From an optimization exercise on the open Yosys and OpenROAD flow, aimed at small area and a short achievable clock period; shortcuts taken in it are not production practice.
The RTL was checked by simulation tests, not by an equivalence proof against the original design.

==> run a <==
## cache_unit
module cache_unit (
  input  logic                clk,
  input  logic                reset,
  input  logic                update,
  input  logic [31:0]         addr,
  input  logic [WORD_W-1:0]   wdata,
  input  logic [LINE_W-1:0]   fill_data,
  input  logic                memwrite,
  input  logic [IDX_W-1:0]    dbg_line,
  input  logic [OFF_W-1:0]    dbg_word,
  output logic [WORD_W-1:0]   dbg_data,
  output logic                dbg_dirty,
  output logic [WORD_W-1:0]   rdata,
  output logic                miss,
  output logic                victim_dirty,
  output logic [LINE_W-1:0]   wb_data,
  output logic [BLK_W-1:0]    wb_addr
);
==> module cache_unit, before the edit <==
module cache_unit (
  input  logic                clk,
  input  logic                reset,
  input  logic                update,
  input  logic [31:0]         addr,
  input  logic [WORD_W-1:0]   wdata,
  input  logic [LINE_W-1:0]   fill_data,
  input  logic                memwrite,
  input  logic [IDX_W-1:0]    dbg_line,
  input  logic [OFF_W-1:0]    dbg_word,
  output logic [WORD_W-1:0]   dbg_data,
  output logic                dbg_dirty,
  output logic [WORD_W-1:0]   rdata,
  output logic                miss,
  output logic                victim_dirty,
  output logic [LINE_W-1:0]   wb_data,
  output logic [BLK_W-1:0]    wb_addr
);
  logic [LINES-1:0]                          valid_q;
  logic [LINES-1:0]                          dirty_q;
  logic [LINES-1:0][TAG_W-1:0]               tag_q;
  logic [LINES*LINE_W-1:0]                   data_q;
  logic [OFF_W-1:0] off;
  logic [IDX_W-1:0] idx;
  logic [TAG_W-1:0] tag;
  logic             unused_addr_hi;
  assign off = addr[OFF_W-1:0];
  assign idx = addr[OFF_W +: IDX_W];
  assign tag = addr[OFF_W+IDX_W +: TAG_W];
  assign unused_addr_hi = ^addr[31:OFF_W+IDX_W+TAG_W];
  logic [LINES-1:0] sel, dsel;
  always_comb begin
    for (int i = 0; i < LINES; i++) begin
      sel[i]  = valid_q[i] && (idx == IDX_W'(i));
      dsel[i] = valid_q[i] && (dbg_line == IDX_W'(i));
    end
  end
  logic [TAG_W-1:0]  cur_tag;
  logic              cur_dirty;
  logic [LINE_W-1:0] cur_data;
  always_comb begin
    cur_tag   = '0;
    cur_dirty = 1'b0;
    cur_data  = '0;
    for (int i = 0; i < LINES; i++) begin
      cur_tag   = cur_tag   | ({TAG_W{sel[i]}} & tag_q[i]);
      cur_dirty = cur_dirty | (sel[i] & dirty_q[i]);
      cur_data  = cur_data  | ({LINE_W{sel[i]}} & data_q[i*LINE_W +: LINE_W]);
    end
  end
  logic hit;
  assign hit          = (|sel) && (cur_tag == tag);
  assign miss         = !hit;
  assign victim_dirty = cur_dirty;
  assign wb_data      = cur_data;
  assign wb_addr      = {cur_tag, idx};
  assign rdata        = cur_data[off*WORD_W +: WORD_W];
  logic [WORD_W-1:0] dbg_acc;
  logic              dbg_d;
  always_comb begin
    dbg_acc = '0;
    dbg_d   = 1'b0;
    for (int i = 0; i < LINES; i++) begin
      dbg_d = dbg_d | (dsel[i] & dirty_q[i]);
      for (int w = 0; w < WORDS; w++)
        dbg_acc = dbg_acc | ({WORD_W{dsel[i] && (dbg_word == OFF_W'(w))}} & data_q[(i*WORDS+w)*WORD_W +: WORD_W]);
    end
  end
  assign dbg_data  = dbg_acc;
  assign dbg_dirty = dbg_d;
  logic store;
  assign store = memwrite && hit;
  logic [WORDS-1:0][WORD_W-1:0] src;
  always_comb
    for (int w = 0; w < WORDS; w++)
      src[w] = update ? fill_data[w*WORD_W +: WORD_W] : wdata;
  always_ff @(posedge clk or posedge reset) begin
    if (reset) valid_q <= '0;
    else begin
      for (int i = 0; i < LINES; i++)
        if (update && idx == IDX_W'(i)) valid_q[i] <= 1'b1;
    end
  end
  always_ff @(posedge clk) begin
    for (int i = 0; i < LINES; i++) begin
      if (idx == IDX_W'(i)) begin
        if (update) begin
          dirty_q[i] <= 1'b0;
          tag_q[i]   <= tag;
        end else if (store) begin
          dirty_q[i] <= 1'b1;
        end
      end
      for (int w = 0; w < WORDS; w++)
        if (idx == IDX_W'(i) && (update || (store && off == OFF_W'(w))))
          data_q[(i*WORDS+w)*WORD_W +: WORD_W] <= src[w];
    end
  end
endmodule
export LEC_CHECK = 0
export CAP_MARGIN = 20
export CORE_MARGIN = 2
export CORE_UTILIZATION = 60
export CTS_BUF_LIST = sky130_fd_sc_hd__clkbuf_8
export SLEW_MARGIN = 20
create_clock -name core_clock -period 5.0 [get_ports {clk}]
standard.sh (not shown) runs the stock make flow with config.mk's settings and CLKGATE_MAP_FILE= SYNTH_SCRIPT=/design/flow/synth_recipe.tcl, a recipe that flattens the netlist after the stock synthesis.
==> flow/flow/run.sh <==
#!/bin/bash
set -euo pipefail
export BUFFER_PORTS_ARGS="-buffer_cell sky130_fd_sc_hd__buf_1"
bash standard.sh finish > flow_standard.log 2>&1
==> run b: changes against run a <==
--- a/flow/design.v
+++ b/flow/design.v
@@ -29,2 +29,40 @@
 import cache_pkg::*;
+module cu_nand2 (input logic a, b, output logic y);
+  assign y = ~(a & b);
+endmodule
+module cu_sel4 (input logic [3:0] s, input logic [3:0] d, output logic y);
+  assign y = ~(~((s[0] & d[0]) | (s[1] & d[1])) & ~((s[2] & d[2]) | (s[3] & d[3])));
+endmodule
+module cu_nor2 (input logic a, b, output logic y);
+  assign y = ~(a | b);
+endmodule
+module cu_sel16 (input logic [15:0] s, input logic [15:0] d, output logic y);
+  logic [3:0] p;
+  logic [1:0] q;
+  for (genvar k = 0; k < 4; k++) begin : g_q
+    cu_sel4 u_s (.s(s[4*k +: 4]), .d(d[4*k +: 4]), .y(p[k]));
+  end
+  cu_nor2  u_n0 (.a(p[0]), .b(p[1]), .y(q[0]));
+  cu_nor2  u_n1 (.a(p[2]), .b(p[3]), .y(q[1]));
+  cu_nand2 u_o  (.a(q[0]), .b(q[1]), .y(y));
+endmodule
+module cu_dec4v (input logic [1:0] a, input logic [3:0] v, output logic [3:0] s);
+  assign s[0] = v[0] & ~a[1] & ~a[0];
+  assign s[1] = v[1] & ~a[1] &  a[0];
+  assign s[2] = v[2] &  a[1] & ~a[0];
+  assign s[3] = v[3] &  a[1] &  a[0];
+endmodule
+module cu_dec4 (input logic [1:0] a, output logic [3:0] s);
+  assign s[0] = ~a[1] & ~a[0];
+  assign s[1] = ~a[1] &  a[0];
+  assign s[2] =  a[1] & ~a[0];
+  assign s[3] =  a[1] &  a[0];
+endmodule
+module cu_dec16v (input logic [1:0] l, input logic [1:0] wd, input logic [3:0] v,
+                  output logic [15:0] s);
+  always_comb
+    for (int i = 0; i < 4; i++)
+      for (int w = 0; w < 4; w++)
+        s[4*i+w] = v[i] & (l == 2'(i)) & (wd == 2'(w));
+endmodule
 module cache_unit (
@@ -47,6 +85,6 @@
 );
-  logic [LINES-1:0]                          valid_q;
-  logic [LINES-1:0]                          dirty_q;
-  logic [LINES-1:0][TAG_W-1:0]               tag_q;
-  logic [LINES*LINE_W-1:0]                   data_q;
+  logic [LINES-1:0]             valid_q;
+  logic [LINES-1:0]             dirty_q;
+  logic [LINES-1:0][TAG_W-1:0]  tag_q;
+  logic [LINES*LINE_W-1:0]      data_q;    
   logic [OFF_W-1:0] off;
@@ -59,8 +97,17 @@
   assign unused_addr_hi = ^addr[31:OFF_W+IDX_W+TAG_W];
-  logic [LINES-1:0] sel, dsel;
-  always_comb begin
-    for (int i = 0; i < LINES; i++) begin
-      sel[i]  = valid_q[i] && (idx == IDX_W'(i));
-      dsel[i] = valid_q[i] && (dbg_line == IDX_W'(i));
-    end
+  localparam int NSEL = 8;
+  localparam int NDBG = 2;
+  logic [LINES-1:0] sel;           
+  logic [NSEL-1:0][LINES-1:0] wsel;
+  logic [NDBG-1:0][WORDS-1:0] osel;
+  logic [NDBG-1:0][LINES*WORDS-1:0] dsel;
+  always_comb
+    for (int i = 0; i < LINES; i++)
+      sel[i] = valid_q[i] && (idx == IDX_W'(i));
+  for (genvar g = 0; g < NSEL; g++) begin : g_sel
+    cu_dec4v u_dec (.a(idx), .v(valid_q), .s(wsel[g]));
+  end
+  for (genvar g = 0; g < NDBG; g++) begin : g_dsel
+    cu_dec4  u_odec (.a(off), .s(osel[g]));
+    cu_dec16v u_ddec (.l(dbg_line), .wd(dbg_word), .v(valid_q), .s(dsel[g]));
   end
@@ -68,3 +115,3 @@
   logic              cur_dirty;
-  logic [LINE_W-1:0] cur_data;
+  logic              dbg_d;
   always_comb begin
@@ -72,3 +119,3 @@
     cur_dirty = 1'b0;
-    cur_data  = '0;
+    dbg_d     = 1'b0;
     for (int i = 0; i < LINES; i++) begin
@@ -76,7 +123,30 @@
       cur_dirty = cur_dirty | (sel[i] & dirty_q[i]);
-      cur_data  = cur_data  | ({LINE_W{sel[i]}} & data_q[i*LINE_W +: LINE_W]);
+      dbg_d     = dbg_d | (valid_q[i] && (dbg_line == IDX_W'(i)) && dirty_q[i]);
     end
   end
-  logic hit;
-  assign hit          = (|sel) && (cur_tag == tag);
+  logic [LINE_W-1:0] cur_data;
+  for (genvar b = 0; b < LINE_W; b++) begin : g_wb
+    cu_sel4 u_wb (.s(wsel[b/(LINE_W/NSEL)]),
+                  .d({data_q[3*LINE_W+b], data_q[2*LINE_W+b], data_q[LINE_W+b], data_q[b]}),
+                  .y(cur_data[b]));
+  end
+  for (genvar b = 0; b < WORD_W; b++) begin : g_rd
+    cu_sel4 u_rd (.s(osel[b/(WORD_W/NDBG)]),
+                  .d({cur_data[3*WORD_W+b], cur_data[2*WORD_W+b], cur_data[WORD_W+b], cur_data[b]}),
+                  .y(rdata[b]));
+    logic [LINES*WORDS-1:0] dcol;
+    for (genvar k = 0; k < LINES*WORDS; k++) begin : g_col
+      assign dcol[k] = data_q[k*WORD_W+b];
+    end
+    cu_sel16 u_dbg (.s(dsel[b/(WORD_W/NDBG)]), .d(dcol), .y(dbg_data[b]));
+  end
+  logic [LINES-1:0] lhit;
+  logic             hit;
+  always_comb begin
+    hit = 1'b0;
+    for (int i = 0; i < LINES; i++) begin
+      lhit[i] = valid_q[i] && (tag_q[i] == tag);
+      hit     = hit | (lhit[i] && (idx == IDX_W'(i)));
+    end
+  end
   assign miss         = !hit;
@@ -85,18 +155,3 @@
   assign wb_addr      = {cur_tag, idx};
-  assign rdata        = cur_data[off*WORD_W +: WORD_W];
-  logic [WORD_W-1:0] dbg_acc;
-  logic              dbg_d;
-  always_comb begin
-    dbg_acc = '0;
-    dbg_d   = 1'b0;
-    for (int i = 0; i < LINES; i++) begin
-      dbg_d = dbg_d | (dsel[i] & dirty_q[i]);
-      for (int w = 0; w < WORDS; w++)
-        dbg_acc = dbg_acc | ({WORD_W{dsel[i] && (dbg_word == OFF_W'(w))}} & data_q[(i*WORDS+w)*WORD_W +: WORD_W]);
-    end
-  end
-  assign dbg_data  = dbg_acc;
-  assign dbg_dirty = dbg_d;
-  logic store;
-  assign store = memwrite && hit;
+  assign dbg_dirty    = dbg_d;
   logic [WORDS-1:0][WORD_W-1:0] src;
@@ -118,3 +173,3 @@
           tag_q[i]   <= tag;
-        end else if (store) begin
+        end else if (memwrite && lhit[i]) begin
           dirty_q[i] <= 1'b1;
@@ -123,3 +178,3 @@
       for (int w = 0; w < WORDS; w++)
-        if (idx == IDX_W'(i) && (update || (store && off == OFF_W'(w))))
+        if (idx == IDX_W'(i) && (update || (memwrite && lhit[i] && off == OFF_W'(w))))
           data_q[(i*WORDS+w)*WORD_W +: WORD_W] <= src[w];
--- a/flow/config.mk
+++ b/flow/config.mk
@@ -7,3 +7,3 @@
 export LEC_CHECK = 0
-export CAP_MARGIN = 20
+export CAP_MARGIN = 50
 export CORE_MARGIN = 2
@@ -11,2 +11,7 @@
 export CTS_BUF_LIST = sky130_fd_sc_hd__clkbuf_8
-export SLEW_MARGIN = 20
+export CTS_CLUSTER_DIAMETER = 70
+export CTS_CLUSTER_SIZE = 14
+export PLACE_DENSITY = 0.75
+export SETUP_SLACK_MARGIN = 1.3
+export SLEW_MARGIN = 70
+export SYNTH_HIERARCHICAL = 1
==> run c: changes against run a <==
==> flow/design.v (replaced) <==
package cache_pkg;
  localparam int LINES  = 4;
  localparam int WORDS  = 4;
  localparam int TAG_W  = 4;
  localparam int IDX_W  = 2;
  localparam int OFF_W  = 2;
  localparam int WORD_W = 32;
  localparam int LINE_W = WORDS * WORD_W;
  localparam int BLK_W  = TAG_W + IDX_W;
  typedef struct packed {
    logic              valid;
    logic              dirty;
    logic [TAG_W-1:0]  tag;
    logic [LINE_W-1:0] data;
  } line_t;
  function automatic logic [WORD_W-1:0] word_of(input logic [LINE_W-1:0] d,
                                                input logic [OFF_W-1:0]  off);
    word_of = d[off*WORD_W +: WORD_W];
  endfunction
  function automatic logic [LINE_W-1:0] put_word(input logic [LINE_W-1:0] d,
                                                 input logic [OFF_W-1:0]  off,
                                                 input logic [WORD_W-1:0] w);
    logic [LINE_W-1:0] r;
    r = d;
    r[off*WORD_W +: WORD_W] = w;
    put_word = r;
  endfunction
endpackage
import cache_pkg::*;
module cache_unit (
  input  logic                clk,
  input  logic                reset,
  input  logic                update,
  input  logic [31:0]         addr,
  input  logic [WORD_W-1:0]   wdata,
  input  logic [LINE_W-1:0]   fill_data,
  input  logic                memwrite,
  input  logic [IDX_W-1:0]    dbg_line,
  input  logic [OFF_W-1:0]    dbg_word,
  output logic [WORD_W-1:0]   dbg_data,
  output logic                dbg_dirty,
  output logic [WORD_W-1:0]   rdata,
  output logic                miss,
  output logic                victim_dirty,
  output logic [LINE_W-1:0]   wb_data,
  output logic [BLK_W-1:0]    wb_addr
);
  logic [LINES-1:0]             valid_q, valid_d;
  logic [LINES-1:0]             dirty_q, dirty_d;
  logic [LINES-1:0][TAG_W-1:0]  tag_q,   tag_d;
  logic [LINES-1:0][LINE_W-1:0] data_q,  data_d;
  logic [OFF_W-1:0] off;
  logic [IDX_W-1:0] idx;
  logic [TAG_W-1:0] tag;
  logic              cur_valid;
  logic              cur_dirty;
  logic [TAG_W-1:0]  cur_tag;
  logic [LINE_W-1:0] cur_data;
  logic             unused_addr_hi;
  logic [LINE_W-1:0] dbg_line_data;
  assign off = addr[OFF_W-1:0];
  assign idx = addr[OFF_W +: IDX_W];
  assign tag = addr[OFF_W+IDX_W +: TAG_W];
  assign unused_addr_hi = ^addr[31:OFF_W+IDX_W+TAG_W];
  assign cur_valid    = valid_q[idx];
  assign cur_dirty    = dirty_q[idx];
  assign cur_tag      = tag_q[idx];
  assign cur_data     = data_q[idx];
  assign miss         = !cur_valid || (cur_tag != tag);
  assign rdata        = cur_data[off*WORD_W +: WORD_W];
  assign victim_dirty = cur_valid && cur_dirty;
  assign wb_data      = cur_data;
  assign wb_addr      = {cur_tag, idx};
  assign dbg_line_data = data_q[dbg_line];
  assign dbg_data  = dbg_line_data[dbg_word*WORD_W +: WORD_W];
  assign dbg_dirty = dirty_q[dbg_line];
  always_comb begin
    valid_d = valid_q;
    dirty_d = dirty_q;
    tag_d   = tag_q;
    data_d  = data_q;
    if (update) begin
      valid_d[idx] = 1'b1;
      dirty_d[idx] = 1'b0;
      tag_d[idx]   = tag;
      data_d[idx]  = fill_data;
    end else if (memwrite && !miss) begin
      dirty_d[idx] = 1'b1;
      data_d[idx][off*WORD_W +: WORD_W] = wdata;
    end
  end
  always_ff @(posedge clk or posedge reset) begin
    if (reset) begin
      valid_q <= '0;
      dirty_q <= '0;
      tag_q   <= '0;
      data_q  <= '0;
    end else begin
      valid_q <= valid_d;
      dirty_q <= dirty_d;
      tag_q   <= tag_d;
      data_q  <= data_d;
    end
  end
endmodule
==> flow/run.sh (new file) <==
#!/bin/bash
# synth_recipe.tcl (not shown) runs the flow's synth.tcl, then flattens the netlist and writes it again
# the make line also repeats each setting of config.mk as NAME=value (left out here)
make -C /OpenROAD-flow-scripts/flow DESIGN_CONFIG=/design/flow/config.mk WORK_HOME=/design/flow/orfs CLKGATE_MAP_FILE= SYNTH_SCRIPT=/design/flow/synth_recipe.tcl finish
--- a/flow/config.mk
+++ b/flow/config.mk
@@ -9,4 +9,3 @@
 export CORE_MARGIN = 2
-export CORE_UTILIZATION = 60
-export CTS_BUF_LIST = sky130_fd_sc_hd__clkbuf_8
+export CORE_UTILIZATION = 40
 export SLEW_MARGIN = 20
removed: flow/flow/run.sh
removed: flow/standard.sh
==> notes <==
- Run c passed the timing, design-rule and antenna checks. Run a produced a clean layout. Run b finished clean.
- Hold slack: run a is lower than run b (0.072 ns).
- Against run b, the core utilization of run a is lower by 2.9 points.
- In run c the critical path depth is lower than in run b, by 1.
- Synthesized cell count, lowest first: run a, run b, run c.
- Between run c and run a, the lower clock-buffer cell count is in run a (gap 13).
- The lowest register-to-register slack belongs to run a, the highest to run b.
- Non-clock buffer count, highest first: run b, run c, run a.
- Of run c and run b, run c has the higher cell count (gap 49%, measured against run b).
- In run b the worst setup slack is better than in run a, by 0.64 ns.

## re-timing with driven ports
In the flow no input, the clock included, has a driving cell. The finished layouts below were timed again as built, in two steps. Step 1, drivers: a clkbuf_16 drives clk and a buf_2 each remaining input, both assumed. Step 2 moves the port delays by t, midway between the first and last clock arrival at a register: inputs arrive t later, outputs are due t later. That takes back most of the time a late clock gives input paths. a / b / c = ideal ports / drivers / drivers and shift; a / b = the first two.
run | shift t [ns] | slack for setup (ns) | worst slew at a driven data input, ns
run a | 0.711 | 0.567 / 0.540 / 0.488 | 0.05
run b | 0.695 | 1.203 / 1.119 / 1.119 | 0.13
run c | 0.685 | 0.540 / 0.508 / -0.043 | 0.18
Met with ideal ports but missed after step 2: setup timing in run c. For run c, which loses most, drivers alone change the setup slack by -0.032 ns; drivers and shift together by -0.583 ns.
